What follows belongs to an exercise in optimizing a design on an open flow for small area, a short achievable clock period and few clock cycles per item; a production flow would make more cautious choices. In this exercise RTL edits were held to simulation tests only and were not proved equivalent to the original. Power is estimated from default activity; no workload was simulated.

**flow/design.v**
```verilog
package chol_types_pkg;
  typedef logic signed [8-1:0] sample_t;
  typedef logic signed [32-1:0] l_word_t;
  typedef logic signed [64-1:0] acc_t;
  typedef logic [$clog2(16)-1:0] band_t;
  typedef logic [$clog2(4)-1:0] em_t;
  typedef logic [$clog2(4*(4+1)/2)-1:0] tri_addr_t;
endpackage
package chol_ctrl_pkg;
  typedef enum logic [2:0] {
    IDLE,
    READ,    
    SUM,     
    DIV,     
    SQRT,    
    DONE
  } phase_t;
  typedef enum logic [1:0] {
    HOLD,
    CLEAR,
    ACC
  } mac_op_t;
endpackage
`timescale 1ns/1ps
module chol_update_top (
  input  logic                    clk,
  input  logic                    rst,
  input  logic                    start,
  input  chol_types_pkg::em_t     size,
  output logic                    addr_valid,
  output chol_types_pkg::band_t   u_band,
  output chol_types_pkg::em_t     u_col,
  output chol_types_pkg::band_t   vec_band,
  input  chol_types_pkg::sample_t u_data,
  input  chol_types_pkg::sample_t vec_data,
  input  logic                    data_valid,
  output logic                    busy,
  output logic                    done,
  output logic                    singular,
  input  logic                    rd_valid,
  input  chol_types_pkg::em_t     rd_row,
  input  chol_types_pkg::em_t     rd_col,
  output chol_types_pkg::l_word_t rd_data,
  output logic                    rd_data_valid
);
  logic        accept;
  logic [1:0]  row;         
  logic [2:0]  jf;          
  logic [2:0]  nw;          
  logic [2:0]  pk;          
  logic [1:0]  kk;          
  logic [1:0]  dsr;         
  logic [2:0]  mph;         
  logic        la;          
  logic        acc_zero;    
  logic        ma;          
  logic        apre;        
  logic        a_pre;       
  logic        crit;        
  logic        form;        
  logic        form0;       
  logic        pf;          
  logic        chk;         
  logic        dv_run;
  logic        dv_sqrt;
  logic        dv_fin;      
  logic        sq_fin;      
  logic [6:0]  cnt;         
  logic        qneg;
  logic        tneg;        
  assign accept = start && !busy && !rst;
  logic [31:0] lm [10];
  logic [1:0]  mx_row, mx_col;
  logic [31:0] mx;
  logic        wr_en;
  logic [1:0]  wr_col;
  logic [31:0] wr_data;
  function automatic logic [3:0] tri_idx(input logic [1:0] r, input logic [1:0] c);
    case ({r, c})
      4'b00_00: tri_idx = 4'd0;
      4'b01_00: tri_idx = 4'd1;
      4'b01_01: tri_idx = 4'd2;
      4'b10_00: tri_idx = 4'd3;
      4'b10_01: tri_idx = 4'd4;
      4'b10_10: tri_idx = 4'd5;
      4'b11_00: tri_idx = 4'd6;
      4'b11_01: tri_idx = 4'd7;
      4'b11_10: tri_idx = 4'd8;
      4'b11_11: tri_idx = 4'd9;
      default:  tri_idx = 4'd15;
    endcase
  endfunction
  always_comb begin
    case ({mx_row, mx_col})
      4'b00_00: mx = lm[0];
      4'b01_00: mx = lm[1];
      4'b01_01: mx = lm[2];
      4'b10_00: mx = lm[3];
      4'b10_01: mx = lm[4];
      4'b10_10: mx = lm[5];
      4'b11_00: mx = lm[6];
      4'b11_01: mx = lm[7];
      4'b11_10: mx = lm[8];
      4'b11_11: mx = lm[9];
      default:  mx = '0;
    endcase
  end
  always_ff @(posedge clk) begin
    for (int e = 0; e < 10; e++) begin
      if (wr_en && tri_idx(row, wr_col) == 4'(e)) lm[e] <= wr_data;
    end
  end
  always_comb begin
    mx_row = rd_row;
    mx_col = rd_col;
    if (busy) begin
      if (form || (jf == 3'd0)) begin      
        mx_row = jf[1:0];
        mx_col = jf[1:0];
      end else if (ma) begin
        mx_row = row;
        mx_col = pk[1:0];
      end else if (apre) begin
        mx_row = jf[1:0];
        mx_col = nw[1:0];
      end else begin
        mx_row = dsr;
        mx_col = kk;
      end
    end
  end
  always_ff @(posedge clk) begin
    if (sq_fin && (rd_row == row) && (rd_col == row)) rd_data <= dr;    
    else if (!busy || ma || apre) rd_data <= mx;
    else if (crit && (jf[1:0] == row)) rd_data <= wr_data;
  end
  always_ff @(posedge clk) begin
    if (rst) rd_data_valid <= 1'b0;
    else     rd_data_valid <= rd_valid;
  end
  logic              [4:0]  rx_cnt;
  logic                     pv;
  logic signed       [19:0] gacc;
  logic signed       [19:0] gnext;
  logic                     g_rdy;
  logic                     g_last;
  assign vec_band = u_band;
  assign g_rdy    = rx_cnt[4];
  assign g_last   = pv && (rx_cnt == 5'd15);
  logic [8:0]  vdx;
  logic [19:0] srow [4];
  logic [19:0] sneg;
  localparam logic [19:0] SCONST = 20'(-(32'd85 << 9));
  assign vdx = {vec_data, 1'b0};
  always_comb begin
    sneg = '0;
    for (int t = 0; t < 4; t++) begin
      logic one, two, neg;
      logic [9:0] mag, x;
      neg = vdx[2*t+2];
      one = vdx[2*t+1] ^ vdx[2*t];
      two = (vdx[2*t+2] & ~vdx[2*t+1] & ~vdx[2*t]) | (~vdx[2*t+2] & vdx[2*t+1] & vdx[2*t]);
      mag = one ? 10'(u_data) : (two ? {u_data[7], u_data, 1'b0} : 10'd0);
      x   = mag ^ {10{neg & (one | two)}};
      srow[t] = 20'({~x[9], x[8:0]}) << (2 * t);
      sneg[2*t] = neg & (one | two);
    end
  end
  assign pv       = data_valid;
  assign gnext    = ((rx_cnt == 5'd0) ? 20'sd0 : gacc) + srow[0] + srow[1] + srow[2] + srow[3] + sneg + SCONST;
  always_ff @(posedge clk) begin
    if (rst) begin
      addr_valid <= 1'b0;
    end else if (accept) begin
      addr_valid <= 1'b1;
      u_col      <= '0;
      u_band     <= '0;
    end else if ((form || form0) && (jf[1:0] != row)) begin
      addr_valid <= 1'b1;
      u_col      <= jf[1:0] + 2'd1;
      u_band     <= '0;
    end else if (addr_valid) begin
      u_band <= u_band + 4'd1;
      if (u_band == 4'd15) addr_valid <= 1'b0;
    end
  end
  always_ff @(posedge clk) begin
    if (accept || form || form0) begin
      rx_cnt <= '0;
    end else if (pv) begin
      rx_cnt <= rx_cnt + 5'd1;
      gacc   <= gnext;
    end
  end
  logic signed [31:0] a_op;
  logic signed [8:0]  dig;
  logic signed [40:0] pp;
  logic signed [40:0] ppr;
  logic        [63:0] pp_sh;
  logic        [63:0] acc;
  logic        [63:0] acc_eff;
  logic        [63:0] ax, az;
  logic               acin;
  logic        [63:0] acc_sum;
  logic        [63:0] g16;
  logic        [63:0] g16n;
  logic        [63:0] s_m;
  logic               y_ovf;
  logic        [55:0] q;        
  assign a_op    = rd_data;
  logic [10:0] dgx;
  logic [40:0] brow [5];
  logic [40:0] bneg;
  localparam logic [40:0] BCONST = 41'(-(64'd341 << 33));
  assign dgx = {dig[8], dig, 1'b0};
  always_comb begin
    bneg = '0;
    for (int t = 0; t < 5; t++) begin
      logic one, two, neg;
      logic [33:0] mag, x;
      neg = dgx[2*t+2];
      one = dgx[2*t+1] ^ dgx[2*t];
      two = (dgx[2*t+2] & ~dgx[2*t+1] & ~dgx[2*t]) | (~dgx[2*t+2] & dgx[2*t+1] & dgx[2*t]);
      mag = one ? 34'(a_op) : (two ? {a_op[31], a_op, 1'b0} : 34'd0);
      x   = mag ^ {34{neg & (one | two)}};
      brow[t] = 41'({~x[33], x[32:0]}) << (2 * t);
      bneg[2*t] = neg & (one | two);
    end
  end
  assign pp = brow[0] + brow[1] + brow[2] + brow[3] + brow[4] + bneg + BCONST;
  assign acc_eff = acc_zero ? 64'd0 : acc;
  assign g16     = {{28{gacc[19]}}, gacc, 16'd0};
  assign g16n    = {{28{gnext[19]}}, gnext, 16'd0};
  assign s_m     = {acc_eff[63:8], 8'd0};
  always_comb begin
    case (la ? 3'd7 : mph)
      3'd4:    pp_sh = 64'(ppr);
      3'd5:    pp_sh = {64'(ppr)} << 8;
      3'd6:    pp_sh = {64'(ppr)} << 16;
      default: pp_sh = {64'(ppr)} << 24;
    endcase
  end
  always_comb begin
    if (form) begin
      ax = ~s_m;    az = g16;   acin = 1'b1;      
    end else if (pf) begin
      ax = {~q, 8'hFF}; az = '0; acin = 1'b1;     
    end else begin
      ax = acc_eff; az = pp_sh; acin = 1'b0;
    end
  end
  logic [64:0] acc_sum_x;
  assign acc_sum_x = {ax, acin} + {az, acin};
  assign acc_sum   = acc_sum_x[64:1];
  assign y_ovf = (g16[63] ^ s_m[63]) & (acc_sum[63] ^ g16[63]);
  always_ff @(posedge clk) begin
    if (mph >= 3'd4 || la) acc <= acc_sum;
    if (mph >= 3'd3 && mph <= 3'd6) ppr <= pp;
    if (crit) begin
      dig <= {1'b0, wr_data[7:0]};
    end else if (mph >= 3'd2 && mph <= 3'd5) begin
      case (mph)
        3'd2: dig <= {1'b0, mx[7:0]};
        3'd3: dig <= {1'b0, mx[15:8]};
        3'd4: dig <= {1'b0, mx[23:16]};
        default: dig <= {mx[31], mx[31:24]};
      endcase
    end
  end
  logic [32:0] rm;
  logic [31:0] dr;         
  logic [3:0]  nb;
  logic [34:0] a1, a2;
  logic [35:0] ob1, ob2;
  logic        ci;
  logic [35:0] df1, df2;
  logic        ge1, ge2;
  logic [32:0] r1, r2;
  logic [31:0] rt1;
  logic [32:0] lowmask;
  logic [32:0] sk_rem;
  logic        skip;
  always_comb begin
    for (int b = 0; b < 33; b++) lowmask[b] = (b < 31) ? |(dr >> (b + 1)) : 1'b0;
  end
  assign sk_rem = {rm[8:0], q[55:32]};
  assign skip   = (cnt >= 7'd32) &&
                  (dv_sqrt ? ((dr == 32'd0) && (q[55:32] == 24'd0))
                           : (!dr[31] && (rm[32:9] == 24'd0) && ((sk_rem & ~lowmask) == 33'd0)));
  assign ci = dv_sqrt ? 1'b1 : ~dr[31];
  assign nb  = (cnt > 7'd8) ? q[55:52] : 4'd0;    
  assign a1  = dv_sqrt ? {rm, nb[3:2]} : {2'b00, rm[31:0], nb[3]};
  assign ob1 = dv_sqrt ? {2'b11, ~dr, 2'b10} : {4'hF, dr[31] ? dr : ~dr};
  assign df1 = {1'b0, a1} + ob1 + 36'(ci);
  assign ge1 = ~df1[35];
  assign r1  = ge1 ? df1[32:0] : a1[32:0];
  assign rt1 = {dr[30:0], ge1};
  assign a2  = dv_sqrt ? {r1, nb[1:0]} : {2'b00, r1[31:0], nb[2]};
  assign ob2 = dv_sqrt ? {2'b11, ~rt1, 2'b10} : ob1;
  assign df2 = {1'b0, a2} + ob2 + 36'(ci);
  assign ge2 = ~df2[35];
  assign r2  = ge2 ? df2[32:0] : a2[32:0];
  always_ff @(posedge clk) begin
    if (form || form0) begin
      q    <= form0 ? g16n[63:8] : acc_sum[63:8];
      rm   <= '0;
      dr   <= (jf[1:0] == row) ? 32'd0 : mx;
      cnt  <= 7'd64;
      qneg <= (form0 ? gnext[19] : acc_sum[63]) ^ mx[31];
      tneg <= form0 ? gnext[19] : (acc_sum[63] ^ y_ovf);
    end else if (pf) begin
      if (q[55]) q <= acc_sum[63:8];
    end else if (dv_run) begin
      cnt <= cnt - (skip ? 7'd24 : (dv_sqrt ? 7'd4 : 7'd2));
      if (skip) begin
        q  <= {q[31:0], 24'd0};
        rm <= sk_rem;
      end else if (dv_sqrt) begin
        q  <= {q[51:0], 4'd0};
        rm <= r2;
        dr <= {dr[29:0], ge1, ge2};
      end else begin
        q  <= {q[53:0], ge1, ge2};
        rm <= r2;
      end
    end
  end
  logic can_ma;
  logic sing;
  logic dz;
  logic pipe_free;
  assign pipe_free = (mph == 3'd0) || (mph == 3'd6) || (mph == 3'd7);
  assign can_ma = (pk < nw) && pipe_free && !crit;
  assign ma     = busy && !done && can_ma && (jf <= {1'b0, row});
  assign apre   = busy && dv_run && !dv_sqrt && !a_pre && (jf[1:0] != row) && (jf <= {1'b0, row}) &&
                  (pk == nw) && pipe_free;
  assign crit   = dv_fin && (pk == nw) && pipe_free && ((jf[1:0] == row) || a_pre);
  assign form0  = busy && (jf == 3'd0) && g_last;
  assign form   = busy && !done && (jf != 3'd0) && g_rdy && (pk == jf) && (mph == 3'd0) && !la &&
                  !dv_run && !dv_fin && !pf && !chk;
  assign sing   = tneg || (q == 56'd0);
  assign dz     = (dr == 32'd0);
  always_comb begin
    wr_en   = dv_fin || (pf && dz) || (done && singular) || sq_fin;
    wr_col  = (done || sq_fin) ? row : nw[1:0];
    if (sq_fin)              wr_data = dr;
    else if (done || pf)     wr_data = 32'd0;
    else         wr_data = qneg ? -q[31:0] : q[31:0];
  end
  always_ff @(posedge clk) begin
    sq_fin <= busy && dv_run && dv_sqrt && (cnt == 7'd4);
  end
  always_ff @(posedge clk) begin
    if (rst) begin
      busy     <= 1'b0;
      done     <= 1'b0;
      singular <= 1'b0;
      dv_run   <= 1'b0;
      dv_fin   <= 1'b0;
      pf       <= 1'b0;
      chk      <= 1'b0;
      mph      <= 3'd0;
      la       <= 1'b0;
    end else if (accept) begin
      busy     <= 1'b1;
      row      <= size;
      jf       <= '0;
      nw       <= '0;
      pk       <= '0;
      acc_zero <= 1'b1;
      a_pre    <= 1'b0;
      mph      <= 3'd0;
      la       <= 1'b0;
      dv_run   <= 1'b0;
      dv_fin   <= 1'b0;
      pf       <= 1'b0;
      chk      <= 1'b0;
    end else if (busy) begin
      done   <= 1'b0;
      dv_fin <= 1'b0;
      pf     <= 1'b0;
      if (done) busy <= 1'b0;
      la <= (crit || ma) && (mph == 3'd6);
      if (crit) begin
        mph   <= 3'd3;
        kk    <= nw[1:0];
        dsr   <= row;
        pk    <= pk + 3'd1;
        a_pre <= 1'b0;
      end else if (ma) begin
        mph <= 3'd2;
        kk  <= pk[1:0];
        dsr <= jf[1:0];
        pk  <= pk + 3'd1;
      end else if (mph != 3'd0) begin
        mph <= (mph == 3'd7) ? 3'd0 : mph + 3'd1;
      end
      if (mph == 3'd4) acc_zero <= 1'b0;
      if (apre) a_pre <= 1'b1;
      if (form || form0) begin
        jf       <= jf + 3'd1;
        pk       <= '0;
        acc_zero <= 1'b1;
        a_pre    <= 1'b0;
        dv_sqrt  <= (jf[1:0] == row);
        if (jf[1:0] == row) begin
          dv_run <= 1'b1;
          chk    <= 1'b1;
        end else begin
          pf     <= 1'b1;
        end
      end
      if (pf && !dz) dv_run <= 1'b1;
      if (chk) begin
        chk      <= 1'b0;
        singular <= sing;
        if (sing) begin
          dv_run <= 1'b0;
          done   <= 1'b1;
        end
      end
      if (dv_run && dv_sqrt && !(chk && sing) && (cnt == 7'd8)) done <= 1'b1;
      if (dv_run && !(chk && sing) && !skip && (cnt == (dv_sqrt ? 7'd4 : 7'd2))) begin
        dv_run <= 1'b0;
        if (!dv_sqrt) dv_fin <= 1'b1;
      end
      if (dv_fin || (pf && dz)) nw <= nw + 3'd1;
    end
  end
endmodule
```
**flow/run.sh**
```bash
#!/bin/bash
# synth_recipe.tcl (not shown) runs the flow's synth.tcl, then flattens the netlist and writes it again
# the make line also repeats each setting of config.mk as NAME=value (left out here)
make -C /OpenROAD-flow-scripts/flow DESIGN_CONFIG=/design/flow/config.mk WORK_HOME=/design/flow/orfs CLKGATE_MAP_FILE= SYNTH_SCRIPT=/design/flow/synth_recipe.tcl finish
```
**flow/config.mk**
```make
export PLATFORM = sky130hd
export DESIGN_NAME = chol_update_top
export DESIGN_NICKNAME = chol_update_top
export VERILOG_FILES = /design/flow/design.v
export SDC_FILE = /design/flow/constraint.sdc
export NUM_CORES = 4
export LEC_CHECK = 0
export ABC_CLOCK_PERIOD_IN_PS = 4000
export CAP_MARGIN = 20
export CORE_MARGIN = 2
export CORE_UTILIZATION = 55
export CTS_CLUSTER_DIAMETER = 80
export CTS_CLUSTER_SIZE = 20
export SETUP_SLACK_MARGIN = 5
export SLEW_MARGIN = 20
```
**flow/constraint.sdc**
```tcl
create_clock -name core_clock -period 12.0 [get_ports {clk}]
set_input_delay 2.4000 -clock core_clock [delete_from_list [all_inputs] [get_ports {clk}]]
set_output_delay 2.4000 -clock core_clock [all_outputs]
set_load 0.01 [all_outputs]
```
==> results.json, run 1 <==
{
  "synth-edff-count": 599,
  "final_cells": 6653,
  "initial_core_util": 0.553,
  "dieArea_sq_um": 96000,
  "cap_viol_max_count": 0,
  "syn_avg_cell_area_sq_um": 9.45,
  "fin_crit_sh": 0.583,
  "p_leak_nw": 22.0,
  "cts_tree": "yes",
  "root_buffer": "clkbuf_16",
  "arrival_ps": 7400,
  "synth-simple-area-share": 0.134,
  "hp-class": "register to register",
  "syn_to_final_growth_pct": 10.0,
  "vias": 44700,
  "regArea_sq_um": 19200,
  "min_period_ps": 7000,
  "irDropWorstVdd_v": 0.000154,
  "drive_gt1_frac": 0.102,
  "postSynthNetCount": 5883,
  "crit_required_ps": 12400,
  "cp_slowest_cell": "fa_1",
  "dp_hpwl_mm": 128,
  "detail_route.iter0.violations": 5492,
  "worstSkewPairLatency_ps": 680,
  "crit_path_max_incr_delay_ps": 530,
  "gr-usage-met3": 0.0693,
  "busiest_layer": "met2",
  "finClkSkew_ps": 54.3,
  "path_class": "input port to register",
  "ctsHoldBuffers": 0,
  "yosysUniqueCellTypes": 104,
  "fin_nets": 5802,
  "cts_buffers": 47,
  "netlist_area_sq_um": 51400,
  "antenna_found_initial": 7,
  "cts.sinks": 658,
  "detail_route.wl_per_cell_um": 27.7,
  "yosys.area_share.xor_xnor": 0.0744,
  "yosys.area.top_type": "edfxtp_1",
  "crit_path_end_kind": "register",
  "multi_input_area_sq_um": 30700,
  "cp_top_family": "compound AO/OA/AOI/OAI gates",
  "dpl.cell_count": 6493,
  "relSlewSlack": 0.184,
  "ys_seq_area_frac": 0.373,
  "tightest_slew_ps": 1220,
  "cts_buffer_depth": 3,
  "crit_path_start_kind": "input port",
  "grt_max_degree": 82,
  "grt_pass1_wl_mm": 269,
  "post-route-drc-count": 0,
  "clk_pin_slew_worst_paths_ps": 90,
  "finalWeightedCongestion": 0.979,
  "crit_fanout": 15,
  "worstPathCellList": "buf_8 > nor3_4 > buf_6 > a221oi_4 > fa_1 > inv_2 > fa_1 > fa_1 > ha_4 > a21o_1 > a21oi_2 > o21bai_1 > a21o_1 > a21oi_2 > o21ai_2 > o41a_1 > a211o_1 > a21oi_2 > xnor3_2 > buf_6 > a221o_1",
  "die_x_um": 310,
  "yosysTopAreaCellShare": 0.350,
  "rows": 112,
  "io_pins": 74,
  "ant_nets": 0,
  "setup_viol": 0,
  "fmax_mhz": 143,
  "yosysWarnings": 4,
  "dr.pass1.iters": 6,
  "drt-total-wl_mm": 184,
  "grt_use_total": 0.373,
  "die_h_um": 310,
  "grtUsageMet2": 0.581,
  "portBuffers": 73,
  "worstPathBufferInverterCount": 4,
  "synth_top_cells_by_area": "edfxtp_1 35%, ha_1 7.0%, fa_1 4.9%",
  "setup_tns_ps": 0,
  "grt_setup_unrepaired": "yes",
  "synth-async-reset-ratio": 0,
  "fillers": 8084,
  "hold_violations": 0,
  "ys_seq_elements": 658,
  "via_per_inst": 6.72,
  "grtUsageMet1": 0.506,
  "ys_top_cells_by_count": "599 x edfxtp_1, 474 x nand2_1, 432 x nor2_1",
  "grt_pass1_vias": 41500,
  "synth_compound_area_frac": 0.215,
  "pwr_density_cell_nw_per_um2": 197,
  "grt-ovfl-total": 0,
  "core_sq_um": 93000,
  "syn_inst": 5444,
  "finalMaxSlewViolations": 0,
  "synthAdderAreaFrac": 0.119,
  "status": "finished clean",
  "synthMostInstantiatedCell": "edfxtp_1",
  "synthMuxAreaShare": 0.0349,
  "yosys_most_used_dff": "edfxtp_1",
  "final_util": 0.608,
  "synth_top_family_by_area": "compound AO/OA/AOI/OAI gates",
  "ctsHtreeMaxLevel": 2
}
[through the flow]
| step | setup WS (ps) | cell area [sq um] | hold WS (ps) | power (mW) |
|---|---|---|---|---|
| global route | 4820 | 56600 | 509 | 11.9 |
| CTS | 5000 | 55600 | 490 | 10.9 |
| detailed placement | 2980 | 53500 | 476 | 9.02 |
| finish | 5000 | 56600 | 500 | 11.1 |
| floorplan | 4610 | 51600 | 445 | 7.40 |
| global placement | 3020 | 53500 | 462 | 8.95 |
[tightest hold or removal path: stages, from the launching register on]
cell and delay (ps):
dfxtp_1 340, nand2_1 60, a21oi_1 50
[cell families after synthesis]
| kind of cell | after synthesis |
|---|---|
| buf+inv | 662 |
| mux | 167 |
| compound gates | 1633 |
| fa+ha+maj | 414 |
| xor+xnor | 435 |
| flops | 658 |
| simple gates | 1475 |
[where the power goes]
part	leakage [nW]	switching, mW	internal, mW
Sequential	5.96	0.295	2.88
Combinational	15.3	3.57	2.67
Clock	0.759	0.909	0.814
Total	22.0	4.77	6.37
[path summary, 6_finish.rpt]
check,from,end,slack (ps),cells past startpoint
max,vec_data[3],q[36],5000,21
min,cnt[4],cnt[4],500,2
max reg2reg,mph[0],q[45],5140,24
min reg2reg,cnt[4],cnt[4],500,2
[repair_timing]
item / in CTS / in global routing
gates resized for setup: 150 / 121
gates cloned: 6 / 7
pin swaps: 21 / 34
setup buffers: 17 / 44
endpoints found under the setup margin: 125 / 81
[layer usage]
| metal | up-vias | wire, um |
|---|---|---|
| met3 | 526 | 18200 |
| met1 | 21900 | 73700 |
| met2 | 2334 | 82000 |
| met4 | 6 | 10200 |
| li1 | 20000 | - |
| met5 | - | 41 |
[placed cells by master, fill, tap and decap left out, drive strengths merged, types with 19 or more instances in the layout]
cell type	instances
ha	286
o221ai	24
dfxtp	59
clkbuf	70
a221oi	128
nor2	433
a21o	117
xor2	223
nand2	478
nand2b	83
buf	208
o21ai	324
mux2	37
a22o	65
xnor2	211
a211oi	31
clkdlybuf4s50	57
a22oi	139
nand4	39
nor2b	39
and3	37
a221o	19
o21a	29
nor3	98
edfxtp	599
and2	45
mux2i	124
o31ai	30
o21bai	35
o211ai	38
a31oi	92
fa	126
a311oi	55
a21oi	368
nor4	39
inv	250
o22ai	22
nand3	104
[cell type report]
type	count	share of cell area
Timing Repair Buffer	281	0.0466
Antenna cell	3	0.000133
Tap cell	1254	0.0277
Sequential cell	658	0.339
Multi-Input combinational cell	4128	0.542
Clock buffer	60	0.0218
Clock inverter	22	0.00613
Inverter	247	0.0169
[sequential cells by signal, summed over array words and instances (netlist names), 4 cells and up]
name / count
lm: 320
q: 56
dig: 9
ppr: 41
gacc: 20
rx_cnt: 5
rm: 33
dr: 32
cnt: 6
acc: 64
rd_data: 32
u_band: 4
Testbench counts, summed over its fixed seeds: cycles 45,235, updates 768.
==> run 2: changes to the inputs <==
--- a/flow/config.mk
+++ b/flow/config.mk
@@ -5,10 +5,9 @@
 export SDC_FILE = /design/flow/constraint.sdc
 export NUM_CORES = 4
 export LEC_CHECK = 0
-export ABC_CLOCK_PERIOD_IN_PS = 4000
 export CAP_MARGIN = 20
 export CORE_MARGIN = 2
-export CORE_UTILIZATION = 55
+export CORE_UTILIZATION = 60
 export CTS_CLUSTER_DIAMETER = 80
 export CTS_CLUSTER_SIZE = 20
 export SETUP_SLACK_MARGIN = 5
==> run 2 against run 1 <==
Effect of this change:
- maximum frequency is 0.20% higher
- worst setup slack better by 14 ps
- sequential cell count did not move
- combinational power grew 7.5%
- power is 4.6% higher
- cell area fell by 0.51%
- non-clock buffer count is 23 lower
- clock skew about the same
- first-iteration DRC count is 12% higher
- critical path type is now register to register
==> results.json, run 2 <==
{
  "fillers": 7055,
  "ant_nets": 0,
  "p_sw_mw": 5.19,
  "root_buffer": "clkbuf_16",
  "ys_top_cells_by_count": "599 x edfxtp_1, 474 x nand2_1, 432 x nor2_1",
  "grt_use_total": 0.416,
  "cp_top_family": "compound AO/OA/AOI/OAI gates",
  "synth-edff-count": 599,
  "reg.largest.list": "lm x320, acc x64, q x56",
  "cts_tree": "yes",
  "crit_path_start_kind": "register",
  "grt_pass1_vias": 41900,
  "netlist_area_sq_um": 51400,
  "setup_viol": 0,
  "top_register": "lm",
  "seqPwrFrac": 0.273,
  "grt_setup_unrepaired": "yes",
  "via_per_inst": 6.95,
  "portBuffers": 73,
  "cp-endpoint": "q[50]",
  "r2r_slack_ps": 5010,
  "fin_crit_sh": 0.582,
  "dr.pass1.iters": 8,
  "drive_gt1_frac": 0.100,
  "p_int_mw": 6.46,
  "worstSetupPathDepth": 21,
  "setup_tns_ps": 0,
  "pwr_density_cell_nw_per_um2": 207,
  "fin_nets": 5779,
  "worstSkewPairLatency_ps": 690,
  "antenna_found_initial": 7,
  "p_leak_nw": 22.0,
  "dp_hpwl_mm": 135,
  "regArea_sq_um": 19200,
  "hold_violations": 0,
  "ys_seq_elements": 658,
  "fmax_mhz": 143,
  "crit_path_end_kind": "register",
  "grt-ovfl-total": 0,
  "post-route-drc-count": 0,
  "detail_route.iter0.violations": 6137,
  "initial_core_util": 0.605,
  "finalWeightedCongestion": 1.03,
  "largest_reg_flops": 320,
  "yosys_most_used_dff": "edfxtp_1",
  "ys_seq_area_frac": 0.373,
  "yosysTopAreaCellShare": 0.350,
  "syn_to_final_growth_pct": 9.46,
  "p_comb_frac": 0.576,
  "irDropWorstVdd_v": 0.000219,
  "multi_input_area_sq_um": 30700,
  "grt_max_degree": 70,
  "min_period_ps": 6990,
  "finalMaxSlewViolations": 0,
  "worstPathBufferInverterCount": 3,
  "final_cell_mix": "599 x edfxtp_1, 468 x nand2_1, 404 x nor2_1, 342 x a21oi_1, 285 x o21ai_0",
  "sw_frac_of_total": 0.446,
  "clk_pin_slew_worst_paths_ps": 100,
  "clockPowerShare": 0.151,
  "cts_buffer_depth": 3,
  "cts.sinks": 658,
  "preCtsSetupSlack_ps": 2990,
  "ctsHoldBuffers": 0,
  "hp-class": "register to register",
  "path_class": "register to register",
  "syn_avg_cell_area_sq_um": 9.45,
  "yosys.area.top_type": "edfxtp_1",
  "worstReg2RegStart": "mph[0]",
  "worstPathCellList": "buf_4 > nor4_2 > buf_4 > nor2_2 > buf_4 > a221oi_1 > nor3_1 > a21o_1 > ha_1 > a21oi_1 > o21ai_0 > a221o_1 > a21o_1 > a211oi_1 > nand2_1 > a21oi_1 > o41ai_2 > a21o_1 > a21boi_1 > xnor2_2 > a221o_1",
  "cts_buffers": 48,
  "cp-startpoint": "mph[0]",
  "synth_top_cells_by_area": "edfxtp_1 35%, ha_1 7.0%, fa_1 4.9%",
  "synth-async-reset-ratio": 0,
  "die_x_um": 297,
  "yosysUniqueCellTypes": 104,
  "fin_ws_ps": 5010,
  "detail_route.wl_per_cell_um": 29.0,
  "cp_slowest_cell": "nor3_1",
  "relSlewSlack": 0.266,
  "finClkSkew_ps": 54.8,
  "synthMostInstantiatedCell": "edfxtp_1",
  "vias": 45300,
  "tightest_slew_ps": 1070,
  "status": "finished clean",
  "yosysWarnings": 4,
  "rows": 107,
  "crit_fanout": 46,
  "io_pins": 74,
  "grt_pass1_wl_mm": 276,
  "die_h_um": 297,
  "r2r_cells": 21,
  "arrival_ps": 7400,
  "crit_path_max_incr_delay_ps": 830,
  "r2r-end": "q[50]",
  "drt-total-wl_mm": 189,
  "final_common_cell": "edfxtp_1",
  "ctsHtreeMaxLevel": 2,
  "syn_inst": 5444,
  "cap_viol_max_count": 0,
  "dieArea_sq_um": 88100,
  "postSynthNetCount": 5883,
  "core_sq_um": 85000,
  "crit_required_ps": 12410
}
[run 2: worst min path at each step]
stage / depth (start not counted) / to / start
after floorplan: 2 / cnt[4] / cnt[4]
after global placement: 2 / cnt[4] / cnt[4]
after detailed placement: 2 / cnt[4] / cnt[4]
after CTS: 2 / cnt[4] / cnt[4]
after global routing: 2 / cnt[4] / cnt[4]
final: 2 / cnt[4] / cnt[4]
[run 2: cell families (layout without fill, tap and decap cells)]
family,Yosys count,count (layout),share of synthesized area
AOI/OAI and AO/OA,1633,1633,0.215
and+or+nand+nor,1475,1478,0.134
buffers and inverters,662,584,0.0498
DFF,658,658,0.373
xor gates and xnor gates,435,435,0.0744
adders and majority gates,414,414,0.119
muxes,167,167,0.0349
other,0,2,0
[run 2: timing repair]
action,in CTS,in global routing
cloned,7,4
buffers inserted,21,41
setup endpoints to repair,89,84
pin swaps,26,40
gates resized for setup,138,143
[run 2: worst reg2reg max path, cell delays in order, from the launching register on]
cell and delay (ps):
dfxtp_2 370, buf_4 600, nor4_2 120, buf_4 300, nor2_2 180, buf_4 370, a221oi_1 220, nor3_1 830
a21o_1 160, ha_1 290, a21oi_1 190, o21ai_0 110, a221o_1 360, a21o_1 180, a211oi_1 460, nand2_1 240
a21oi_1 500, o41ai_2 220, a21o_1 280, a21boi_1 240, xnor2_2 170, a221o_1 340
[run 2: area by class of cell]
type | count | area share
timing repair buffer | 258 | 0.0435
clock buffer | 54 | 0.0219
tap | 1144 | 0.0254
sequential | 658 | 0.341
antenna | 2 | 0.0000889
multi-input combinational | 4127 | 0.545
clock inverter | 25 | 0.00649
inverter | 247 | 0.0169
[run 2: layer usage]
metal  track usage  part of all wire  up-vias  routed length, um
met4         0.234             0.067        4              12700
met1         0.577              0.39    21900              72800
li1              -                 -    20000                  -
met5             0           0.00011        -                 21
met2         0.601              0.42     2848              79500
met3        0.0932              0.13      502              23900
[run 2: metrics by stage]
step                      hold slack, ps  cell area [sq um]  power (mW)  utilization  std cells
after floorplan                      445              51600        7.40            -       5444
after global placement               459              53100        9.16        0.625       6361
after detailed placement             476              53100        9.25        0.625       6361
after CTS                            489              55400        11.2        0.651       6468
after global routing                 546              56300        12.3        0.662       6513
final                                496              56300        11.7        0.662       6515
[run 2: power by group through the flow]
stage | clock [mW] | sequential, mW | combinational, mW
2_1_floorplan | 0 | 3.03 | 4.37
3_3_place_gp | 0 | 3.21 | 5.96
3_5_place_dp | 0 | 3.20 | 6.04
4_1_cts | 1.77 | 3.16 | 6.27
5_1_grt | 1.84 | 3.19 | 7.32
6_report | 1.76 | 3.18 | 6.71
==> run 3: changes to the inputs <==
--- a/flow/design.v
+++ b/flow/design.v
@@ -114,7 +114,7 @@
     mx_row = rd_row;
     mx_col = rd_col;
     if (busy) begin
-      if (form || (jf == 3'd0)) begin      
+      if (form || form0) begin
         mx_row = jf[1:0];
         mx_col = jf[1:0];
       end else if (ma) begin
@@ -139,35 +139,21 @@
     else     rd_data_valid <= rd_valid;
   end
   logic              [4:0]  rx_cnt;
+  logic signed       [15:0] pr;
   logic                     pv;
   logic signed       [19:0] gacc;
   logic signed       [19:0] gnext;
-  logic                     g_rdy;
-  logic                     g_last;
+  logic signed       [19:0] gb;        
+  logic                     gb_v;
+  logic              [2:0]  ncol;      
+  logic                     g_last;    
+  logic                     g_held;    
+  logic                     g_free;    
   assign vec_band = u_band;
-  assign g_rdy    = rx_cnt[4];
   assign g_last   = pv && (rx_cnt == 5'd15);
-  logic [8:0]  vdx;
-  logic [19:0] srow [4];
-  logic [19:0] sneg;
-  localparam logic [19:0] SCONST = 20'(-(32'd85 << 9));
-  assign vdx = {vec_data, 1'b0};
-  always_comb begin
-    sneg = '0;
-    for (int t = 0; t < 4; t++) begin
-      logic one, two, neg;
-      logic [9:0] mag, x;
-      neg = vdx[2*t+2];
-      one = vdx[2*t+1] ^ vdx[2*t];
-      two = (vdx[2*t+2] & ~vdx[2*t+1] & ~vdx[2*t]) | (~vdx[2*t+2] & vdx[2*t+1] & vdx[2*t]);
-      mag = one ? 10'(u_data) : (two ? {u_data[7], u_data, 1'b0} : 10'd0);
-      x   = mag ^ {10{neg & (one | two)}};
-      srow[t] = 20'({~x[9], x[8:0]}) << (2 * t);
-      sneg[2*t] = neg & (one | two);
-    end
-  end
-  assign pv       = data_valid;
-  assign gnext    = ((rx_cnt == 5'd0) ? 20'sd0 : gacc) + srow[0] + srow[1] + srow[2] + srow[3] + sneg + SCONST;
+  assign g_held   = rx_cnt[4];
+  assign gnext    = ((rx_cnt == 5'd0) ? 20'sd0 : gacc) + 20'(pr);
+  assign g_free   = (g_last && (form0 || !gb_v || form)) || (g_held && form);
   always_ff @(posedge clk) begin
     if (rst) begin
       addr_valid <= 1'b0;
@@ -175,21 +161,46 @@
       addr_valid <= 1'b1;
       u_col      <= '0;
       u_band     <= '0;
-    end else if ((form || form0) && (jf[1:0] != row)) begin
+      ncol       <= 3'd1;
+    end else if (busy && g_free && (ncol <= {1'b0, row})) begin
       addr_valid <= 1'b1;
-      u_col      <= jf[1:0] + 2'd1;
+      u_col      <= ncol[1:0];
       u_band     <= '0;
+      ncol       <= ncol + 3'd1;
     end else if (addr_valid) begin
       u_band <= u_band + 4'd1;
       if (u_band == 4'd15) addr_valid <= 1'b0;
     end
   end
   always_ff @(posedge clk) begin
-    if (accept || form || form0) begin
+    pr <= u_data * vec_data;
+    pv <= data_valid && !rst;
+    if (accept) begin
       rx_cnt <= '0;
-    end else if (pv) begin
-      rx_cnt <= rx_cnt + 5'd1;
-      gacc   <= gnext;
+      gb_v   <= 1'b0;
+    end else begin
+      if (g_last) begin
+        if (form0 || !gb_v || form) begin
+          rx_cnt <= '0;
+        end else begin
+          rx_cnt <= 5'd16;
+          gacc   <= gnext;
+        end
+      end else if (g_held && form) begin
+        rx_cnt <= '0;
+      end else if (pv) begin
+        rx_cnt <= rx_cnt + 5'd1;
+        gacc   <= gnext;
+      end
+      if (g_last && !form0 && (!gb_v || form)) begin
+        gb   <= gnext;
+        gb_v <= 1'b1;
+      end else if (g_held && form) begin
+        gb   <= gacc;
+        gb_v <= 1'b1;
+      end else if (form) begin
+        gb_v <= 1'b0;
+      end
     end
   end
   logic signed [31:0] a_op;
@@ -229,7 +240,7 @@
   end
   assign pp = brow[0] + brow[1] + brow[2] + brow[3] + brow[4] + bneg + BCONST;
   assign acc_eff = acc_zero ? 64'd0 : acc;
-  assign g16     = {{28{gacc[19]}}, gacc, 16'd0};
+  assign g16     = {{28{gb[19]}}, gb, 16'd0};
   assign g16n    = {{28{gnext[19]}}, gnext, 16'd0};
   assign s_m     = {acc_eff[63:8], 8'd0};
   always_comb begin
@@ -336,7 +347,7 @@
                   (pk == nw) && pipe_free;
   assign crit   = dv_fin && (pk == nw) && pipe_free && ((jf[1:0] == row) || a_pre);
   assign form0  = busy && (jf == 3'd0) && g_last;
-  assign form   = busy && !done && (jf != 3'd0) && g_rdy && (pk == jf) && (mph == 3'd0) && !la &&
+  assign form   = busy && !done && (jf != 3'd0) && gb_v && (pk == jf) && (mph == 3'd0) && !la &&
                   !dv_run && !dv_fin && !pf && !chk;
   assign sing   = tneg || (q == 56'd0);
   assign dz     = (dr == 32'd0);
@@ -406,8 +417,10 @@
         if (jf[1:0] == row) begin
           dv_run <= 1'b1;
           chk    <= 1'b1;
-        end else begin
+        end else if ((form0 ? gnext[19] : acc_sum[63]) || (mx == 32'd0)) begin
           pf     <= 1'b1;
+        end else begin
+          dv_run <= 1'b1;
         end
       end
       if (pf && !dz) dv_run <= 1'b1;
--- a/flow/config.mk
+++ b/flow/config.mk
@@ -5,9 +5,10 @@
 export SDC_FILE = /design/flow/constraint.sdc
 export NUM_CORES = 4
 export LEC_CHECK = 0
+export ABC_CLOCK_PERIOD_IN_PS = 4000
 export CAP_MARGIN = 20
 export CORE_MARGIN = 2
-export CORE_UTILIZATION = 60
+export CORE_UTILIZATION = 55
 export CTS_CLUSTER_DIAMETER = 80
 export CTS_CLUSTER_SIZE = 20
 export SETUP_SLACK_MARGIN = 5
==> run 3 against run 2 <==
Effect of this change:
- still clean on timing, DRC and antenna
- maximum frequency up 1.9%
- area after synthesis rose by 5.5%
- critical path depth is 2 lower
- sequential share of layout area up 0.081 points
- die area up 15%
- first-iteration DRC count is 2.5% lower
- largest cell class unchanged
==> results.json, run 3 <==
{
  "fillers": 8492,
  "placed_cell_area_sq_um": 56300,
  "finalWeightedCongestion": 0.978,
  "core_sq_um": 98100,
  "synthMostInstantiatedCell": "edfxtp_1",
  "via_per_inst": 6.64,
  "yosys_most_used_dff": "edfxtp_1",
  "die_x_um": 318,
  "finalMaxSlewViolations": 0,
  "postSynthNetCount": 6154,
  "fin_crit_sh": 0.571,
  "min_period_ps": 6850,
  "setup_viol": 0,
  "ctsHtreeMaxLevel": 2,
  "drive_gt1_frac": 0.0914,
  "die_h_um": 318,
  "tightest_slew_ps": 1150,
  "fin_nets": 6070,
  "cp_slowest_cell": "or4_1",
  "crit_path_end_kind": "register",
  "detail_route.iter0.violations": 5981,
  "crit_path_start_kind": "register",
  "largest_reg_flops": 320,
  "synth-async-reset-ratio": 0,
  "pwr_density_cell_nw_per_um2": 169,
  "clk_pin_slew_worst_paths_ps": 90,
  "setup_tns_ps": 0,
  "io_pins": 74,
  "final_cell_mix": "622 x edfxtp_1, 438 x nor2_1, 436 x nand2_1, 322 x a21oi_1, 306 x o21ai_0",
  "grt_setup_unrepaired": "yes",
  "cp_top_family": "compound AO/OA/AOI/OAI gates",
  "worstPathBufferInverterCount": 5,
  "final_area_sq_um": 59200,
  "crit_fanout": 51,
  "cts_tree": "yes",
  "drt-total-wl_mm": 193,
  "yosysUniqueCellTypes": 100,
  "yosysWarnings": 3,
  "status": "finished clean",
  "cap_viol_max_count": 0,
  "dp_hpwl_mm": 135,
  "synth_top_cells_by_area": "edfxtp_1 34%, ha_1 6.8%, fa_1 5.7%",
  "hold_violations": 0,
  "syn_avg_cell_area_sq_um": 9.55,
  "dieArea_sq_um": 101000,
  "ctsHoldBuffers": 0,
  "top_register": "lm",
  "syn_to_final_growth_pct": 9.18,
  "p_leak_nw": 23.1,
  "portBuffers": 73,
  "final_common_cell": "edfxtp_1",
  "cts_buffer_depth": 3,
  "worstSkewPairLatency_ps": 710,
  "reg.largest.list": "lm x320, acc x64, q x56",
  "yosys.area.top_type": "edfxtp_1",
  "grt_pass1_vias": 43000,
  "root_buffer": "clkbuf_16",
  "irDropWorstVdd_v": 0.000217,
  "syn_inst": 5679,
  "arrival_ps": 7460,
  "vias": 46000,
  "grt_pass1_wl_mm": 282,
  "multi_input_area_sq_um": 32200,
  "ys_top_cells_by_count": "622 x edfxtp_1, 458 x nor2_1, 442 x nand2_1",
  "hp-class": "register to register",
  "fmax_mhz": 146,
  "ys_seq_area_frac": 0.373,
  "grt_use_total": 0.369,
  "grt-ovfl-total": 0,
  "post-route-drc-count": 0,
  "ant_nets": 0,
  "relSlewSlack": 0.233,
  "netlist_area_sq_um": 54300,
  "rows": 115,
  "antenna_found_initial": 5,
  "cts_buffers": 50,
  "crit_required_ps": 12600,
  "cts.sinks": 699,
  "worstPathCellList": "buf_8 > inv_1 > ha_1 > nor2b_4 > and3_1 > a21oi_4 > inv_2 > buf_4 > a22oi_1 > o21a_2 > buf_4 > nor2_2 > a22oi_1 > o22ai_1 > a221oi_1 > o21ai_1 > or4_1 > or4_1 > a21oi_1",
  "crit_path_max_incr_delay_ps": 720,
  "synth-edff-count": 622,
  "grt_max_degree": 83,
  "path_class": "register to register",
  "initial_core_util": 0.553,
  "detail_route.wl_per_cell_um": 27.8,
  "ys_seq_elements": 699,
  "finClkSkew_ps": 47.2,
  "regArea_sq_um": 20200,
  "yosysTopAreaCellShare": 0.344,
  "dr.pass1.iters": 10
}
run 3: changes by cell type in the layout (fill, tap and decap cells not counted), moves of 31 or more:
cell and change:
nor2b_1 +88, xor2_1 -64, a211oi_1 +55, nor3b_1 +55, a311oi_1 -47, a221oi_1 -43
nor2_1 +34, nand2_1 -32, fa_1 +31
run 3: per-layer routing:
metal / GRT usage / routed length, um / part of all wire / up-vias
met5: 0 / 52 / 0.00027 / -
met3: 0.0763 / 20300 / 0.11 / 461
met1: 0.517 / 79400 / 0.41 / 22400
li1: - / - / - / 20700
met2: 0.556 / 83700 / 0.43 / 2434
met4: 0.160 / 9390 / 0.049 / 8
run 3: kinds of logic (layout without fill, tap and decap cells):
group           Yosys count  count (layout)  share of synthesized area
fa+ha+maj               448             448                      0.125
other cells               0               3                          0
simple gates           1719            1719                      0.155
mux                     214             214                     0.0461
flops                   699             699                      0.373
xor+xnor                380             380                     0.0613
buf+inv                 662             620                     0.0481
compound gates         1557            1557                      0.192
run 3: what timing repair did:
action	4_1_cts	5_1_grt
endpoints found under the setup margin	123	90
setup buffers	17	27
gates resized for setup	58	80
cloned	5	5
pin swaps	6	25
run 3: tightest hold or removal path: cells and delay by family, from the launching register on:
kind | cells | cell delay, ps
AOI/OAI and AO/OA | 1 | 60
and+or+nand+nor | 1 | 60
DFF | 1 | 340
run 3: final cells by class:
cell class / count / share of cell area
Clock buffer: 73 / 0.0227
Timing Repair Buffer: 260 / 0.0424
Sequential cell: 699 / 0.341
Inverter: 266 / 0.0173
Antenna cell: 3 / 0.000127
Multi-Input combinational cell: 4318 / 0.543
Clock inverter: 21 / 0.00534
Tap cell: 1287 / 0.0272
run 3: metrics by stage:
stage	utilization	cells	setup WS (ps)	power (mW)	hold WS, ps
finish	0.604	6927	5150	10.0	504
global route	0.604	6924	4930	10.6	552
CTS	0.596	6892	5020	9.94	499
detailed placement	0.574	6776	3460	8.07	479
global placement	0.574	6776	3590	8.02	468
floorplan	-	5679	5020	6.31	449
run 3: worst paths after layout:
kind	startpoint	endpoint	slack (ps)	cells past startpoint
setup / recovery	mph[0]	pf	5150	19
hold / removal	cnt[4]	cnt[4]	500	2
setup reg to reg	mph[0]	pf	5150	19
hold reg to reg	cnt[4]	cnt[4]	500	2
run 3: report_power, final:
part           leakage [nW]  internal, mW  total [mW]  switching (mW)
sequential             6.30          2.93        3.13           0.191
combinational          16.0          1.91        5.06            3.15
clock                 0.788         0.835        1.83           0.999
total                  23.1          5.68        10.0            4.34
Testbench counts of run 3, summed over its fixed seeds: cycles 46,575, updates 768.

what the ideal ports hide:
The results above use ideal ports. As a check the final layouts listed here were re-extracted and re-timed, cells and wires unchanged.
Step 1 assumes that a clkbuf_16 drives the clock port and a buf_2 every other input.
Step 2 adds t to the input delays and takes it off the output delays; t is the mean of the earliest and latest rising clock arrival at the registers after step 1. Input paths then give back, and output paths get back, about the clock's delay inside the block.
Three values: no drivers, after step 1, after step 2; two values: the first two.
run	t (ns)	setup slack, ns	worst setup path after step 2
run 1	0.722	5.000 / 4.992 / 4.270	input to register
run 2	0.736	5.014 / 5.014 / 4.283	input to register
run 3	0.754	5.145 / 5.145 / 4.552	input to register
After both steps setup and hold are still met in every run listed. The setup slack of run 2, which loses most, moves by 0.000 ns with the drivers and by -0.731 ns with both steps.
